This design comes from an exercise in tuning for small area, a short achievable clock period and few clock cycles on the open sky130 flow, not from production work. Only simulation tests tie the RTL to the original design; equivalence was not proved. Power is estimated from default activity; no workload was simulated. No driver is modelled on the clock port, so clocking that relies on it looks cheaper here than on a real chip.

===== design/flow/flow/run.sh =====
#!/bin/bash
set -euo pipefail
bash standard.sh \
  MATCH_CELL_FOOTPRINT=0 \
  "BUFFER_PORTS_ARGS=-buffer_cell sky130_fd_sc_hd__buf_4" \
  "CTS_ARGS=-sink_clustering_enable -repair_clock_nets -dont_use_dummy_load -sink_clustering_size 30 -sink_clustering_max_diameter 100" \
  finish > make_finish.log 2>&1

===== design/flow/design.v =====
package coreabc_ram_pkg;
  typedef enum logic {
    ST_CLEAR = 1'b0,
    ST_READY = 1'b1
  } state_e;
  function automatic int clog2(input int v);
    int r;
    r = 0;
    while ((1 << r) < v) r = r + 1;
    clog2 = r;
  endfunction
  function automatic bit param_ok(input int dw, input int aw, input int depth);
    param_ok = (dw > 0) && (dw % 8 == 0) && (depth >= 1) && (clog2(depth) <= aw);
  endfunction
endpackage
module coreabc_ram_param_array (
  input  logic        clk,
  input  logic        clr,
  input  logic        we,
  input  logic [7:0]  waddr,
  input  logic [1:0]  wbe,
  input  logic [15:0] wd,
  input  logic [12:0] rhi,
  input  logic [15:0] rlo,
  output logic [15:0] rd
);
  localparam int DEPTH = 200;
  localparam int NGRP  = (DEPTH + 2) / 3;    
  localparam int NL1   = (NGRP + 3) / 4;     
  logic [15:0] mem [DEPTH];
  logic [15:0] wdata;
  assign wdata = clr ? 16'h0000 : wd;
  logic [12:0] whi;
  logic [15:0] wlo_l [2];
  for (genvar i = 0; i < 13; i++) begin : g_whi
    assign whi[i] = (waddr[7:4] == 4'(i));
  end
  for (genvar l = 0; l < 2; l++) begin : g_wlo
    for (genvar j = 0; j < 16; j++) begin : g_j
      assign wlo_l[l][j] = we && wbe[l] && (waddr[3:0] == 4'(j));
    end
  end
  for (genvar w = 0; w < DEPTH; w++) begin : g_word
    for (genvar l = 0; l < 2; l++) begin : g_lane
      logic en;
      coreabc_ram_ao21 u_en (.a(whi[w / 16]), .b(wlo_l[l][w % 16]), .c(clr), .y(en));
      always_ff @(posedge clk)
        if (en) mem[w][8*l +: 8] <= wdata[8*l +: 8];
    end
  end
  logic [3*NGRP-1:0] rsel;
  logic [15:0]       mem_x [3*NGRP];
  for (genvar w = 0; w < 3*NGRP; w++) begin : g_rsel
    if (w < DEPTH) begin : g_in
      assign rsel[w]  = rhi[w / 16] && rlo[w % 16];
      assign mem_x[w] = mem[w];
    end else begin : g_out
      assign rsel[w]  = 1'b0;
      assign mem_x[w] = '0;
    end
  end
  for (genvar b = 0; b < 16; b++) begin : g_bit
    logic [NGRP-1:0] grp_n;
    logic [NL1-1:0]  l1, l1_q;
    for (genvar g = 0; g < NGRP; g++) begin : g_grp
      coreabc_ram_aoi3 u_aoi (
        .s  (rsel[3*g +: 3]),
        .d  ({mem_x[3*g+2][b], mem_x[3*g+1][b], mem_x[3*g][b]}),
        .y_n(grp_n[g])
      );
    end
    for (genvar i = 0; i < 16; i++) begin : g_l1
      coreabc_ram_nand4 u (.a(grp_n[4*i +: 4]), .y(l1[i]));
    end
    coreabc_ram_nand3 u_l1_16 (.a(grp_n[66:64]), .y(l1[16]));
    always_ff @(posedge clk) l1_q <= l1;
    coreabc_ram_or17 u_or (.a(l1_q), .y(rd[b]));
  end
endmodule
module coreabc_ram_ao21 (
  input  logic a,
  input  logic b,
  input  logic c,
  output logic y
);
  assign y = (a & b) | c;
endmodule
module coreabc_ram_aoi3 (
  input  logic [2:0] s,
  input  logic [2:0] d,
  output logic       y_n
);
  assign y_n = ~((s[0] & d[0]) | (s[1] & d[1]) | (s[2] & d[2]));
endmodule
module coreabc_ram_or17 (
  input  logic [16:0] a,
  output logic        y
);
  logic [4:0] l2_n;
  logic [1:0] l3;
  coreabc_ram_nor4 u_l2_0 (.a(a[3:0]),   .y(l2_n[0]));
  coreabc_ram_nor4 u_l2_1 (.a(a[7:4]),   .y(l2_n[1]));
  coreabc_ram_nor3 u_l2_2 (.a(a[10:8]),  .y(l2_n[2]));
  coreabc_ram_nor3 u_l2_3 (.a(a[13:11]), .y(l2_n[3]));
  coreabc_ram_nor3 u_l2_4 (.a(a[16:14]), .y(l2_n[4]));
  coreabc_ram_nand3 u_l3_0 (.a(l2_n[2:0]), .y(l3[0]));
  coreabc_ram_nand2 u_l3_1 (.a(l2_n[4:3]), .y(l3[1]));
  assign y = l3[0] | l3[1];
endmodule
module coreabc_ram_nand4 (input logic [3:0] a, output logic y);
  assign y = ~&a;
endmodule
module coreabc_ram_nand3 (input logic [2:0] a, output logic y);
  assign y = ~&a;
endmodule
module coreabc_ram_nand2 (input logic [1:0] a, output logic y);
  assign y = ~&a;
endmodule
module coreabc_ram_nor4 (input logic [3:0] a, output logic y);
  assign y = ~|a;
endmodule
module coreabc_ram_nor3 (input logic [2:0] a, output logic y);
  assign y = ~|a;
endmodule
module coreabc_ram_param (
  input  logic        RWCLK,
  input  logic        RESETN,
  input  logic        WEN,
  input  logic        REN,
  input  logic [7:0]  WADDR,
  input  logic [7:0]  RADDR,
  input  logic [15:0] WD,
  input  logic [1:0]  WBE,
  output logic [15:0] RD,
  output logic        RVALID,
  output logic        BUSY
);
  localparam int DEPTH = 200;
  logic        ready;    
  logic        clr;      
  logic [7:0]  clr_cnt;
  logic        rd_acc_q, rd_acc_q2, rvalid_q;
  logic [12:0] rhi_q;    
  logic [15:0] rlo_q;    
  logic [15:0] arr_rd, rd_q;
  always_ff @(posedge RWCLK or negedge RESETN) begin
    if (!RESETN) begin
      ready   <= 1'b0;
      clr     <= 1'b1;
      clr_cnt <= '0;
    end else if (!ready) begin
      clr_cnt <= clr_cnt + 1'b1;
      if (clr_cnt == 8'(DEPTH - 1)) begin
        ready <= 1'b1;
        clr   <= 1'b0;
      end
    end
  end
  coreabc_ram_param_array u_array (
    .clk  (RWCLK),
    .clr  (clr),
    .we   (WEN),
    .waddr(WADDR),
    .wbe  (WBE),
    .wd   (WD),
    .rhi  (rhi_q),
    .rlo  (rlo_q),
    .rd   (arr_rd)
  );
  always_ff @(posedge RWCLK or negedge RESETN) begin
    if (!RESETN) begin
      rd_acc_q  <= 1'b0;
      rd_acc_q2 <= 1'b0;
      rvalid_q  <= 1'b0;
    end else begin
      rd_acc_q  <= REN && ready;
      rd_acc_q2 <= rd_acc_q;
      rvalid_q  <= rd_acc_q2;
    end
  end
  always_ff @(posedge RWCLK) begin
    for (int i = 0; i < 13; i++) rhi_q[i] <= (RADDR[7:4] == 4'(i));
    for (int i = 0; i < 16; i++) rlo_q[i] <= (RADDR[3:0] == 4'(i));
    rd_q <= arr_rd;
  end
  assign RD     = rd_q;
  assign RVALID = rvalid_q;
  assign BUSY   = !ready;
endmodule
module coreabc_ram_top (
  input  logic        RWCLK,
  input  logic        RESETN,
  input  logic        WEN,
  input  logic        REN,
  input  logic [7:0]  WADDR,
  input  logic [7:0]  RADDR,
  input  logic [15:0] WD,
  input  logic [1:0]  WBE,
  output logic [15:0] RD,
  output logic        RVALID,
  output logic        BUSY
);
  coreabc_ram_param u_ram (
    .RWCLK (RWCLK),
    .RESETN(RESETN),
    .WEN   (WEN),
    .REN   (REN),
    .WADDR (WADDR),
    .RADDR (RADDR),
    .WD    (WD),
    .WBE   (WBE),
    .RD    (RD),
    .RVALID(RVALID),
    .BUSY  (BUSY)
  );
endmodule

===== design/flow/standard.sh =====
#!/bin/bash
# synth_recipe.tcl (not shown) runs the flow's synth.tcl, then flattens the netlist and writes it again
# the make line also repeats each setting of config.mk as NAME=value (left out here)
make -C /OpenROAD-flow-scripts/flow DESIGN_CONFIG=/design/flow/config.mk WORK_HOME=/design/flow/orfs CLKGATE_MAP_FILE= SYNTH_SCRIPT=/design/flow/synth_recipe.tcl "${@:-finish}"

===== design/flow/config.mk =====
export PLATFORM = sky130hd
export DESIGN_NAME = coreabc_ram_top
export DESIGN_NICKNAME = coreabc_ram_top
export VERILOG_FILES = /design/flow/design.v
export SDC_FILE = /design/flow/constraint.sdc
export NUM_CORES = 4
export LEC_CHECK = 0
export CAP_MARGIN = 20
export CORE_MARGIN = 2
export CORE_UTILIZATION = 64
export PLACE_DENSITY = 0.68
export SETUP_SLACK_MARGIN = 2.45
export SLEW_MARGIN = 20
export SYNTH_HIERARCHICAL = 1

===== design/flow/constraint.sdc =====
create_clock -name core_clock -period 4.6 [get_ports {RWCLK}]
set_input_delay 0.9200 -clock core_clock [delete_from_list [all_inputs] [get_ports {RWCLK}]]
set_output_delay 0.9200 -clock core_clock [all_outputs]
set_load 0.01 [all_outputs]

==> results.toml <==
[floorplanning]
core_area_sq_um = 188000
dieArea_sq_um = 193000
die_w_microns = 440
die_h_microns = 440
core.rowCount = 159
top_level_ports = 56
initial_core_util = 0.646

[final_layout]
nFillCells = 11400
multi_input_area_sq_um = 19700
fin_area_sq_um = 134000
nNetsFinal = 6349
regArea_sq_um = 103000
drive_gt1_frac = 0.153
syn_to_final_growth_pct = 10.4

[timing]
setup_violations = 0
finClkSkew_ns = 0.0555
fin_crit_ns = 2.33
max_freq_ghz = 0.429
drv_slew = 0
rsz0062_at_grt = "yes"
hold_violations = 0
fin_crit_sh = 0.507
relSlewSlack = 0.273
worst_slew_pin_slew_ns = 1.09
timing.setup.tns_ns = 0

[cts]
cts_made_buffers = 135
clockBufferDepth = 3
clk_pin_slew_ns = 0.11
cts_root_buf = "clkbuf_16"
cts_max_level = 4
clock_latency_ns = 0.87
clock_sinks = 3530
cts_tree = "yes"

[routing]
drcViolationCount = 0
viasPerCell = 7.99
avgRoutedWirePerCell_microns = 43.0
vias = 70900
ant_nets = 0
first_pass_iters = 13
drt-total-wl_microns = 381000
drt_iter0_drc = 21200

[synth]
synth_area_sq_um = 122000
yosys.cell_types.count = 34
synth-compound-area-share = 0.113
synth-xor-area-share = 0.000505
synth-simple-area-share = 0.0393
postSynthCellCount = 5783
synth_area_per_cell_sq_um = 21.0
synth_top_family_by_area = "compound AO/OA/AOI/OAI gates"
ys_ff_latch = 3530
synthMuxAreaShare = 0.0000927
ys.warnings.count = 14
ys_seq_area_frac = 0.846
synth_adder_area_share = 0.000103

[place]
gp_congestion = 0.971
io_buffers = 55
dp_hpwl_microns = 223000
dpl-instance-area_sq_um = 127000

[run]
max_cap_violations = 0

[pwr]
clkPwrFrac = 0.277
internal-power_mw = 40.8
comb_power_share = 0.034
netSwitchingFraction = 0.200
ir_drop_v = 0.000411
p_leak_nw = 44.1
p_seq_frac = 0.689
p_sw_mw = 10.2
power.density_nw_per_um2 = 380

[worst_setup_path]
critPathCaptureType = "output port"
critPathTopFamily = "flip-flops"
cp-start-kind = "register"
crit_path_top_delay_cell = "dfrtp_2"
arrival_ns = 1.41
path_max_fanout = 2
cp_num_buf_inv = 2
path_class = "register to output port"
ff2ff_setup_slack_ns = 2.30
worstPathCellList = "inv_2 -> buf_6"
cp.required_ns = 3.68
slowest_delay_ns = 0.43

[hold_path]
hold_class = "input pin to register"

[global_routing]
grt_pass1_vias = 64400
grt_remaining_overflow = 0
grt_max_degree = 123
grt_pass1_wl_microns = 507000
antenna_found_initial = 53
grt_usage = 0.383

[run_status]
outcome = "complete, no violations"
## flip-flops by register name, indices dropped and copies added, names as in the netlist
name and cells:
u_ram.rd_acc_q 1, u_ram.rd_q 16, u_ram.u_array.mem 3200, u_ram.u_array.g_bit.l1_q 272, u_ram.ready 1, u_ram.clr 1, u_ram.rvalid_q 1, u_ram.rd_acc_q2 1
u_ram.rlo_q 16, u_ram.clr_cnt 8, u_ram.rhi_q 13
## timing repair
action / in CTS / in global routing
pin swaps: 30 / 24
gates cloned: 41 / 26
endpoints found under the setup margin: 5909 / 2092
resized for setup: 182 / 234
hold buffers: 1 / 0
setup buffers: 101 / 23
endpoints found under the hold margin: 12 / 0
## layout by cell type, fill, tap and decap left out, drive strengths merged, types with 2 or more instances in the layout
master   instances
nor2b           11
nand2b          17
nor2            46
nand3           33
xor2             2
nand2           27
and2b           21
diode           68
nand4b           5
xnor2            5
nor3            76
inv              3
a222oi        1072
clkbuf         173
nand4bb          2
a21o           400
and2           201
dfxtp          317
edfxtp        3200
or2             16
buf            336
nor4            35
nand4          259
conb            32
dfrtp           12
## metrics by stage
stage,std cells,utilization,hold slack (ns),setup WS [ns],total power [mW]
CTS,8754,0.706,0.256,2.23,50.8
global placement,8476,0.675,0.336,1.10,37.2
global route,8826,0.712,0.275,2.21,52.1
finish,8871,0.713,0.302,2.27,51.0
detailed placement,8476,0.675,0.342,1.07,37.2
floorplan,5814,-,0.331,-2.95,36.3
## layout make-up
class,count,area share
Sequential cell,3530,0.766
Clock buffer,135,0.0252
Multi-Input combinational cell,2265,0.147
Tap cell,2495,0.0233
Antenna cell,68,0.00127
Timing Repair Buffer,375,0.0371
Inverter,3,0.0000840
## metal layers
metal | up-vias | wire length, microns | GRT usage
met5 | - | 308 | 0
met4 | 42 | 22900 | 0.184
met3 | 984 | 61500 | 0.112
met2 | 7100 | 167000 | 0.556
met1 | 35600 | 130000 | 0.542
li1 | 27200 | - | -
## per-module statistics from Yosys (local to each module, per instance), excerpt
module	cell area (sq um)	times used	flops+latches
coreabc_ram_nand4	6.26	256	0
coreabc_ram_or17	6.26	16	0
coreabc_ram_ao21	7.51	400	0
coreabc_ram_nor4	12.5	32	0
coreabc_ram_nor3	10.0	48	0
coreabc_ram_param	1620	1	58
## worst reg2reg max path, cell delays in order (launching register included)
cell and delay [ns]:
dfxtp_1 0.59, and2_2 0.48, a222oi_1 0.57, nand4_1 0.41
## kinds of logic (layout without fill, tap and decap cells)
kind of cell,after synthesis,in the layout
AO/OA/AOI/OAI,1474,1474
XOR/XNOR,7,7
adder cells (fa/ha/maj),1,1
buffers and inverters,35,513
flip-flops,3530,3530
multiplexers,1,1
other,1,100
AND/OR/NAND/NOR,734,750
## worst paths after layout
kind,start,endpoint,cells after the start
worst max-delay path,u_ram.ready$_DFF_PN0_,BUSY,2
worst min register to register,u_ram.rd_acc_q2$_DFF_PN0_,u_ram.rvalid_q$_DFF_PN0_,0
worst min-delay path,REN,u_ram.rd_acc_q$_DFF_PN0_,2
max in group asynchronous,RESETN,u_ram.clr$_DFFE_PN1P_,2
min in group asynchronous,RESETN,u_ram.clr_cnt[1]$_DFFE_PN0N_,2
worst max register to register,u_ram.rhi_q[8]$_DFF_P_,u_ram.u_array.g_bit[6].l1_q[10]$_DFF_P_,3
## Yosys cell counts
master,count,share of area
nand4b_4,1,0.00020
mux2_2,1,0.000093
inv_1,3,0.000093
nor3_2,49,0.0040
dfrtp_1,12,0.0025
ha_1,1,0.00010
a222oi_1,1072,0.088
nor2_1,46,0.0014
o21ai_0,1,0.000041
buf_6,2,0.00019
nor3_1,27,0.0011
dfstp_2,1,0.00022
o21a_1,1,0.000062
xor2_1,2,0.00014
and4bb_2,1,0.00010
nand3_1,33,0.0014
buf_2,1,0.000041
nand4bb_1,2,0.00019
dfxtp_1,317,0.052
or2_1,16,0.00082
nand2_1,27,0.00083
conb_1,1,0.000031
nand2b_1,17,0.00088
a21o_1,400,0.025
and2b_1,8,0.00049
xnor2_1,5,0.00036
nand4_1,259,0.013
and2_1,201,0.010
nand4b_1,4,0.00029
nor2b_1,8,0.00041
clkbuf_1,29,0.00090
nor4_1,3,0.00015
nor4_2,32,0.0033
edfxtp_1,3200,0.79
## power by group through the flow
stage / Combinational (mW) / Sequential (mW) / Clock (mW)
2_1_floorplan: 0.442 / 35.9 / 0
3_3_place_gp: 1.38 / 35.8 / 0
3_5_place_dp: 1.38 / 35.8 / 0
4_1_cts: 1.59 / 35.1 / 14.1
5_1_grt: 1.75 / 35.1 / 15.2
6_report: 1.75 / 35.1 / 14.1
Testbench counts, summed over its fixed seeds: cycles 32,016.

## separate check: timing with driven ports
The results above use ideal ports. As a check the final layout listed here was re-extracted and re-timed, cells and wires unchanged.
Step 1, drivers: a clkbuf_16 drives RWCLK and a buf_2 each remaining input, both assumed.
Step 2 times the ports against the registers' clock, not the clock port: input delays grow and output delays shrink by t, the midpoint of the rising clock arrivals with the driver on.
a / b / c = no drivers / after step 1 / after step 2; a / b = the first two.
t (ns): 0.935
slack for setup (ns): 2.266 / 2.167 / 1.540
worst hold slack (ns): 0.302 / 0.234 / 0.366
worst setup path at the end: input to register
slew at the worst register clock pin (ns): 0.12 / 0.12
After both steps setup and hold are still met in this run. The setup slack of this run moves by -0.099 ns with the drivers and by -0.726 ns with both steps.
